This design comes from an exercise in tuning for small area on the open sky130 flow, not from production work. Function was checked by simulation only, so behaviour that the tests miss may differ from the original. Power figures rest on the tool's default switching activity, not on a simulated workload.

==> flow/design.v <==
module pdp8_trace_capture #(
    parameter int unsigned DEPTH  = 64,
    parameter int unsigned WORD_W = 12,
    parameter int unsigned LOST_W = 16
) (
    input  logic                     clk,
    input  logic                     reset,
    input  logic                     trace_en,
    input  logic                     mode_wrap,
    input  logic                     inst_valid,
    input  logic [WORD_W-1:0]        inst_pc,
    input  logic [WORD_W-1:0]        inst_ir,
    input  logic [WORD_W-1:0]        inst_ac,
    input  logic                     inst_lk,
    input  logic                     mem_valid,
    input  logic [WORD_W-1:0]        mem_addr,
    input  logic [WORD_W-1:0]        mem_data,
    input  logic                     mem_we,
    input  logic                     mem_ifetch,
    input  logic                     br_valid,
    input  logic [WORD_W-1:0]        br_pc,
    input  logic [WORD_W-1:0]        br_target,
    input  logic [1:0]               br_kind,
    input  logic                     br_taken,
    output logic                     out_valid,
    input  logic                     out_ready,
    output logic [2+3*WORD_W+4-1:0]  out_data,
    output logic [$clog2(DEPTH):0]   count,
    output logic [LOST_W-1:0]        lost_count
);
    localparam int unsigned PTR_W = $clog2(DEPTH);
    localparam int unsigned NS    = DEPTH + 1;            
    localparam int unsigned POS_W = $clog2(NS);           
    localparam int unsigned W     = 2 + 3 * WORD_W;       
    localparam int unsigned HI_W  = 3 * WORD_W + 1;       
    localparam int unsigned HM_W  = 2 * WORD_W + 2;       
    localparam int unsigned HB_W  = 2 * WORD_W + 3;       
    localparam logic [PTR_W:0] FULL_CNT = (PTR_W + 1)'(DEPTH);
    localparam logic [1:0] CH_INST = 2'd0;
    localparam logic [1:0] CH_MEM  = 2'd1;
    localparam logic [1:0] CH_BR   = 2'd2;
    logic [2:0]         hold_v_q, hold_v_d;
    logic [HI_W-1:0]    hold_i_q;
    logic [HM_W-1:0]    hold_m_q;
    logic [HB_W-1:0]    hold_b_q;
    logic [1:0]         rr_q, rr_d;
    logic [PTR_W:0]     count_q, count_d;
    logic [LOST_W-1:0]  lost_q, lost_d;
    logic [POS_W-1:0]   rd_q, rd_d, wp_q, wp_d;
    logic               phase_q;
    logic [7:0]         rlo_q, rlo_d;             
    logic [8:0]         rhi_q, rhi_d;             
    logic [2:0]         ev_valid, load;
    logic               full, pop, push_ok, push, overwrite;
    logic [5:0]         prio;
    logic [1:0]         gnt_ch;
    logic [2:0]         gnt_oh;
    logic [2:0]         lost_inc;
    logic [LOST_W:0]    lost_sum;
    assign ev_valid = {br_valid & trace_en, mem_valid & trace_en, inst_valid & trace_en};
    assign full    = (count_q == FULL_CNT);
    assign pop     = (count_q != '0) & out_ready;
    assign push_ok = ~full | pop | mode_wrap;
    always_comb begin
        case (rr_q)
            CH_INST: prio = {CH_BR, CH_MEM, CH_INST};
            CH_MEM:  prio = {CH_INST, CH_BR, CH_MEM};
            default: prio = {CH_MEM, CH_INST, CH_BR};
        endcase
        gnt_ch = prio[1:0];
        if (hold_v_q[prio[1:0]])      gnt_ch = prio[1:0];
        else if (hold_v_q[prio[3:2]]) gnt_ch = prio[3:2];
        else                          gnt_ch = prio[5:4];
        push      = push_ok & (|hold_v_q);
        gnt_oh    = push ? (3'b001 << gnt_ch) : 3'b000;
        overwrite = push & full & ~pop;
    end
    always_comb begin
        hold_v_d = hold_v_q;
        lost_inc = overwrite ? 3'd1 : 3'd0;
        for (int i = 0; i < 3; i++) begin
            load[i] = 1'b0;
            if (gnt_oh[i]) hold_v_d[i] = 1'b0;
            if (ev_valid[i]) begin
                if (!hold_v_q[i] || gnt_oh[i]) begin
                    hold_v_d[i] = 1'b1;
                    load[i]     = 1'b1;
                end else begin
                    lost_inc = lost_inc + 3'd1;
                end
            end
        end
        rr_d    = push ? ((gnt_ch == CH_BR) ? CH_INST : gnt_ch + 2'd1) : rr_q;
        count_d = count_q;
        if (push && !pop && !full) count_d = count_q + (PTR_W + 1)'(1);
        else if (pop && !push)     count_d = count_q - (PTR_W + 1)'(1);
        lost_sum = {1'b0, lost_q} + {{(LOST_W - 2){1'b0}}, lost_inc};
        lost_d   = lost_sum[LOST_W] ? {LOST_W{1'b1}} : lost_sum[LOST_W-1:0];
    end
    function automatic logic [POS_W-1:0] step(input logic [POS_W-1:0] p, input logic two);
        logic [POS_W:0] s;
        s = {1'b0, p} + (POS_W + 1)'(1) + (POS_W + 1)'(two);
        if (s >= (POS_W + 1)'(NS)) s = s - (POS_W + 1)'(NS);
        step = s[POS_W-1:0];
    endfunction
    assign rd_d = step(rd_q, pop | overwrite);
    assign wp_d = step(wp_q, push);
    assign rlo_d = 8'b1 << rd_d[2:0];
    assign rhi_d = (count_d != '0) ? (9'b1 << rd_d[POS_W-1:3]) : 9'b0;
    always_ff @(posedge clk) begin
        if (reset) begin
            hold_v_q <= '0;
            rr_q     <= CH_INST;
            count_q  <= '0;
            lost_q   <= '0;
            rd_q     <= '0;
            rlo_q    <= '0;
            rhi_q    <= '0;
            wp_q     <= POS_W'(1);
            phase_q  <= 1'b0;
        end else begin
            hold_v_q <= hold_v_d;
            rr_q     <= rr_d;
            count_q  <= count_d;
            lost_q   <= lost_d;
            rd_q     <= rd_d;
            rlo_q    <= rlo_d;
            rhi_q    <= rhi_d;
            wp_q     <= wp_d;
            phase_q  <= ~phase_q;
        end
    end
    always_ff @(posedge clk) begin
        if (load[0]) hold_i_q <= {inst_lk, inst_pc, inst_ir, inst_ac};
        if (load[1]) hold_m_q <= {mem_we, mem_addr, mem_data, mem_ifetch};
        if (load[2]) hold_b_q <= {br_taken, br_pc, br_target, br_kind};
    end
    logic [W-1:0] wdata, wbus;
    logic [2:0][W-1:0] bus;
    logic [NS-1:0] wdec, nwe;
    logic [NS-1:0][W-1:0] ring_q, ring_d;
    always_comb begin
        wdata = '0;
        if (gnt_oh[0]) wdata = wdata | {1'b1, hold_i_q};
        if (gnt_oh[1]) wdata = wdata | {1'b0, hold_m_q[HM_W-1:1], 8'b0, 2'd1, hold_m_q[0], 1'b0};
        if (gnt_oh[2]) wdata = wdata | {1'b0, hold_b_q[HB_W-1:2], 8'b0, 2'd2, hold_b_q[1:0]};
    end
    assign wbus = wdata ^ {W{phase_q}};
    function automatic int color(input int i);
        color = (i == NS - 1) ? 2 : (i % 2);
    endfunction
    always_comb begin
        for (int c = 0; c < 3; c++) bus[c] = '0;
        for (int i = 0; i < NS; i++) begin
            wdec[i] = (wp_q == POS_W'(i));
            if (push && wdec[i]) bus[color(i)] = wbus;
        end
        for (int i = 0; i < NS; i++)
            nwe[i] = ~(wdec[i] | (push & wdec[(i + NS - 1) % NS]));
        for (int i = 0; i < NS; i++)
            ring_d[i] = ~(({W{nwe[i]}} | bus[color(i)]) & ring_q[(i + NS - 1) % NS]);
    end
    always_ff @(posedge clk) begin
        ring_q <= ring_d;
    end
    logic [NS-1:0] rseln;
    logic [W-1:0]  z, rent;
    logic          pv;
    always_comb begin
        for (int i = 0; i < NS; i++)
            rseln[i] = ~(rlo_q[i % 8] & rhi_q[i / 8]);
    end
    for (genvar b = 0; b < W; b++) begin : g_col
        logic [NS-1:0] d;
        for (genvar i = 0; i < NS; i++) begin : g_d
            assign d[i] = ring_q[i][b];
        end
        pdp8_trace_rdcol u_col (.seln(rseln), .d(d), .z(z[b]));
    end
    assign pv   = ~phase_q & out_valid;
    assign rent = z ^ {W{pv}};
    assign out_valid  = (count_q != '0);
    assign out_data   = {rent[37] ? 2'b00 : rent[3:2],
                         rent[35:12],
                         rent[11:4], rent[37] ? rent[3:0] : 4'b0000,
                         rent[36], rent[37] ? 2'b00 : rent[1:0], 1'b0};
    assign count      = count_q;
    assign lost_count = lost_q;
endmodule
module pdp8_trace_rdcol (
    input  logic [64:0] seln,
    input  logic [64:0] d,
    output logic        z
);
    logic [31:0] p;
    logic [15:0] q;
    logic [3:0]  r;
    logic [2:0]  s;
    for (genvar j = 0; j < 32; j++) begin : g_p
        pdp8_trace_o22ai u_p (.a1(seln[2*j]), .a2(d[2*j]), .b1(seln[2*j+1]), .b2(d[2*j+1]), .y(p[j]));
    end
    for (genvar k = 0; k < 16; k++) begin : g_q
        pdp8_trace_nor2 u_q (.a(p[2*k]), .b(p[2*k+1]), .y(q[k]));
    end
    for (genvar m = 0; m < 4; m++) begin : g_r
        pdp8_trace_nand4 u_r (.a(q[4*m]), .b(q[4*m+1]), .c(q[4*m+2]), .d(q[4*m+3]), .y(r[m]));
    end
    pdp8_trace_nor2  u_s0 (.a(r[0]), .b(r[1]), .y(s[0]));
    pdp8_trace_nor2  u_s1 (.a(r[2]), .b(r[3]), .y(s[1]));
    pdp8_trace_or2   u_s2 (.a(seln[64]), .b(d[64]), .y(s[2]));
    pdp8_trace_nand3 u_z  (.a(s[0]), .b(s[1]), .c(s[2]), .y(z));
endmodule
module pdp8_trace_o22ai (input logic a1, a2, b1, b2, output logic y);
    assign y = ~((a1 | a2) & (b1 | b2));
endmodule
module pdp8_trace_nor2 (input logic a, b, output logic y);
    assign y = ~(a | b);
endmodule
module pdp8_trace_or2 (input logic a, b, output logic y);
    assign y = a | b;
endmodule
module pdp8_trace_nand3 (input logic a, b, c, output logic y);
    assign y = ~(a & b & c);
endmodule
module pdp8_trace_nand4 (input logic a, b, c, d, output logic y);
    assign y = ~(a & b & c & d);
endmodule
Settings: LEC_CHECK=0, CAP_MARGIN=20, CORE_MARGIN=2, CORE_UTILIZATION=40, CTS_BUF_LIST=sky130_fd_sc_hd__clkbuf_8, CTS_CLUSTER_DIAMETER=60, CTS_CLUSTER_SIZE=12, PLACE_DENSITY=0.55, SLEW_MARGIN=20, SYNTH_HIERARCHICAL=1, SYNTH_MINIMUM_KEEP_SIZE=0; clock period 6.0 ns.
standard.sh (not shown) runs the stock make flow with config.mk's settings and CLKGATE_MAP_FILE= SYNTH_SCRIPT=/design/flow/synth_recipe.tcl, a recipe that flattens the netlist after the stock synthesis.
==> flow/flow/run.sh <==
#!/bin/bash
# The standard layout, with the smallest plain buffer for the port buffers
# (one buffer on every input and output port, as the standard flow places them).
set -euo pipefail
bash standard.sh BUFFER_PORTS_ARGS="-buffer_cell sky130_fd_sc_hd__buf_1" finish > standard_make.log 2>&1
Then changed:
CORE_UTILIZATION = 50   (was 40)
CTS_CLUSTER_DIAMETER = 80   (was 60)
CTS_CLUSTER_SIZE = 14   (was 12)
PLACE_DENSITY = 0.65   (was 0.55)
Result: Final area went down slightly; non-clock buffer count went down by 3; power went down by a few percent.
Then changed:
==> flow/run.sh (new file) <==
#!/bin/bash
# synth_recipe.tcl (not shown) runs the flow's synth.tcl, then flattens the netlist and writes it again
# the make line also repeats each setting of config.mk as NAME=value (left out here)
make -C /OpenROAD-flow-scripts/flow DESIGN_CONFIG=/design/flow/config.mk WORK_HOME=/design/flow/orfs CLKGATE_MAP_FILE= SYNTH_SCRIPT=/design/flow/synth_recipe.tcl finish
CORE_UTILIZATION = 40   (was 50)
CTS_CLUSTER_DIAMETER = 60   (was 80)
CTS_CLUSTER_SIZE = 12   (was 14)
PLACE_DENSITY = 0.55   (was 0.65)
SETUP_SLACK_MARGIN = 0.2   (was not set)
removed: flow/flow/run.sh
removed: flow/standard.sh
The new run completed without violations.
Core utilization falls by 9.2 points.
Design area rises by about 4%.
Sequential share of layout area is lower by 2.2 points.
Routed wire length goes up by 9.6%.
Power rises by about 4.3%.
Hold slack gains 0.025 ns.

* * *

// pdp8_trace_capture: RTL as listed in full above, without the edits since
==> flow/config.mk <==
export PLATFORM = sky130hd
export DESIGN_NAME = pdp8_trace_capture
export DESIGN_NICKNAME = pdp8_trace_capture
export VERILOG_FILES = /design/flow/design.v
export SDC_FILE = /design/flow/constraint.sdc
export NUM_CORES = 4
export LEC_CHECK = 0
export CAP_MARGIN = 20
export CORE_MARGIN = 2
export CORE_UTILIZATION = 58
export CTS_BUF_LIST = sky130_fd_sc_hd__clkbuf_8
export CTS_CLUSTER_DIAMETER = 80
export CTS_CLUSTER_SIZE = 16
export PLACE_DENSITY = 0.72
export SLEW_MARGIN = 20
export SYNTH_HIERARCHICAL = 1
export SYNTH_MINIMUM_KEEP_SIZE = 0
==> flow/constraint.sdc <==
create_clock -name core_clock -period 6.0 [get_ports {clk}]
set_input_delay 1.2000 -clock core_clock [delete_from_list [all_inputs] [get_ports {clk}]]
set_output_delay 1.2000 -clock core_clock [all_outputs]
set_load 0.01 [all_outputs]
==> flow/flow/run.sh <==
#!/bin/bash
# The standard layout, with the smallest plain buffer for the port buffers
# (one buffer on every input and output port, as the standard flow places them).
set -euo pipefail
bash standard.sh BUFFER_PORTS_ARGS="-buffer_cell sky130_fd_sc_hd__buf_1" finish > standard_make.log 2>&1
The baseline finished clean.
Rerun with:
- CTS_CLUSTER_SIZE: 16 -> 14
After rerunning: Routed wire length hardly moves. Clock-buffer cell count rose by 20. Die area does not change. Power rose by 0.87%. Critical path depth is unchanged. Final area rose by about 0.33%. Worst setup slack gets worse by 0.12 ns.
Rerun with:
- CORE_UTILIZATION: 58 -> 50
- CTS_CLUSTER_SIZE: 14 -> 16
- PLACE_DENSITY: 0.72 -> 0.65
The changed run finished with timing, DRC and antenna clean.
Total power came out lower by 0.90%.
Core utilization went down by 8.5 points.
Worst hold slack gets worse by 0.019 ns.
Sequential power is about the same.
Routed wire length went up by 3.0%.
Setup slack improves by 0.14 ns.
Rerun with:
- CORE_UTILIZATION: 50 -> 40
- CTS_CLUSTER_SIZE: 16 -> 14
- PLACE_DENSITY: 0.65 -> 0.55
First-iteration DRC count is lower by 8.5%.
Register-to-register slack loses 0.34 ns.
Wire length rose by 8.0%.
Design area goes up by 1.6%.
Setup slack improved by 0.0093 ns.
Rerun with:
- CTS_CLUSTER_SIZE: 14 -> 16
After rerunning: Count of clock-buffer cells in the layout drops by 24; worst setup slack gets better by 0.052 ns; register-to-register slack hardly moves; total power goes down slightly; die area stays the same; cell area fell slightly.

* * *

## run X
// pdp8_trace_capture: RTL as listed in full above, without the edits since
clock: 6.0 ns
lec_check: 0
cap_margin: 20
core_margin: 2
core_utilization: 65
cts_buf_list: sky130_fd_sc_hd__clkbuf_8
cts_cluster_diameter: 80
cts_cluster_size: 16
place_density: 0.8
slew_margin: 20
synth_hierarchical: 1
synth_minimum_keep_size: 0
Scripts as last shown in full above: flow/flow/run.sh
Run X reached the end of the flow, and the finished layout is clean on the timing, design-rule and antenna checks.
diff inputs: run X => run E
==> flow/run.sh (new file) <==
#!/bin/bash
# synth_recipe.tcl (not shown) runs the flow's synth.tcl, then flattens the netlist and writes it again
# the make line also repeats each setting of config.mk as NAME=value (left out here)
make -C /OpenROAD-flow-scripts/flow DESIGN_CONFIG=/design/flow/config.mk WORK_HOME=/design/flow/orfs CLKGATE_MAP_FILE= SYNTH_SCRIPT=/design/flow/synth_recipe.tcl finish
-- flow/config.mk --
<<< run X, line 10
export CORE_UTILIZATION = 65
>>> run E, line 10
export CORE_UTILIZATION = 40
<<< run X, line 13
export CTS_CLUSTER_SIZE = 16
export PLACE_DENSITY = 0.8
>>> run E, line 13
export CTS_CLUSTER_SIZE = 14
export PLACE_DENSITY = 0.55
export SETUP_SLACK_MARGIN = 0.1
removed: flow/flow/run.sh
removed: flow/standard.sh
==> run summary <==
Comparing run E and run X, the higher overall track demand over capacity in global routing was measured on run X. The slowest stage cell on the critical path comes out nand2_2 in one run and dfxtp_1 in the other, namely in run X and run E respectively. Run E vs. run X: maximum ir drop on the vdd rail shrank by about 14%; non-clock buffer count now sits higher. In the flow results for run E and run X, the global routing usage on met3 is larger on run X. In run E the wire length reported by the detailed router turned out 21% higher than in run X. The via count reported for run E is lower than the one for run X.

==> re-timing with driven ports <==
How much do the figures lean on ideal ports? The routed layouts below were timed once more, with nothing changed but the port constraints. Step 1: set_driving_cell puts a clkbuf_16 on clk and a buf_2 on each other input, an assumption about the parent block. Step 2 moves the port delays by t, midway between the first and last clock arrival at a register: inputs arrive t later, outputs are due t later. That takes back most of the time a late clock gives input paths. a / b / c = no drivers / after step 1 / after step 2; a / b = the first two.
run	t, ns	setup WS [ns]	hold WS [ns]	worst register clock-pin slew, ns	worst data-port slew with drivers (ns)
the first run of note 1	1.107	0.179 / 0.099 / 0.268	0.321 / 0.264 / 0.371	0.09 / 0.09	0.05
the second run of note 1	1.060	0.204 / 0.123 / 0.601	0.349 / 0.296 / 0.349	0.10 / 0.10	0.07
the third run of note 1	1.105	0.270 / 0.192 / 0.343	0.374 / 0.374 / 0.374	0.09 / 0.09	0.05
the first run of note 2	1.036	0.161 / 0.087 / 0.467	0.361 / 0.336 / 0.361	0.11 / 0.11	0.08
the second run of note 2	1.050	0.037 / -0.043 / 0.459	0.374 / 0.320 / 0.378	0.10 / 0.10	0.08
the third run of note 2	1.059	0.182 / 0.100 / 0.593	0.355 / 0.296 / 0.368	0.11 / 0.11	0.07
the fourth run of note 2	1.110	0.191 / 0.105 / 0.279	0.323 / 0.266 / 0.356	0.10 / 0.10	0.05
the fifth run of note 2	1.074	0.244 / 0.160 / 0.269	0.354 / 0.298 / 0.354	0.11 / 0.11	0.05
run X	1.017	0.236 / 0.163 / 0.278	0.365 / 0.331 / 0.365	0.11 / 0.11	0.06
run E	1.084	0.001 / -0.086 / 0.305	0.377 / 0.377 / 0.377	0.10 / 0.10	0.05
After both steps setup and hold are still met in every run listed.
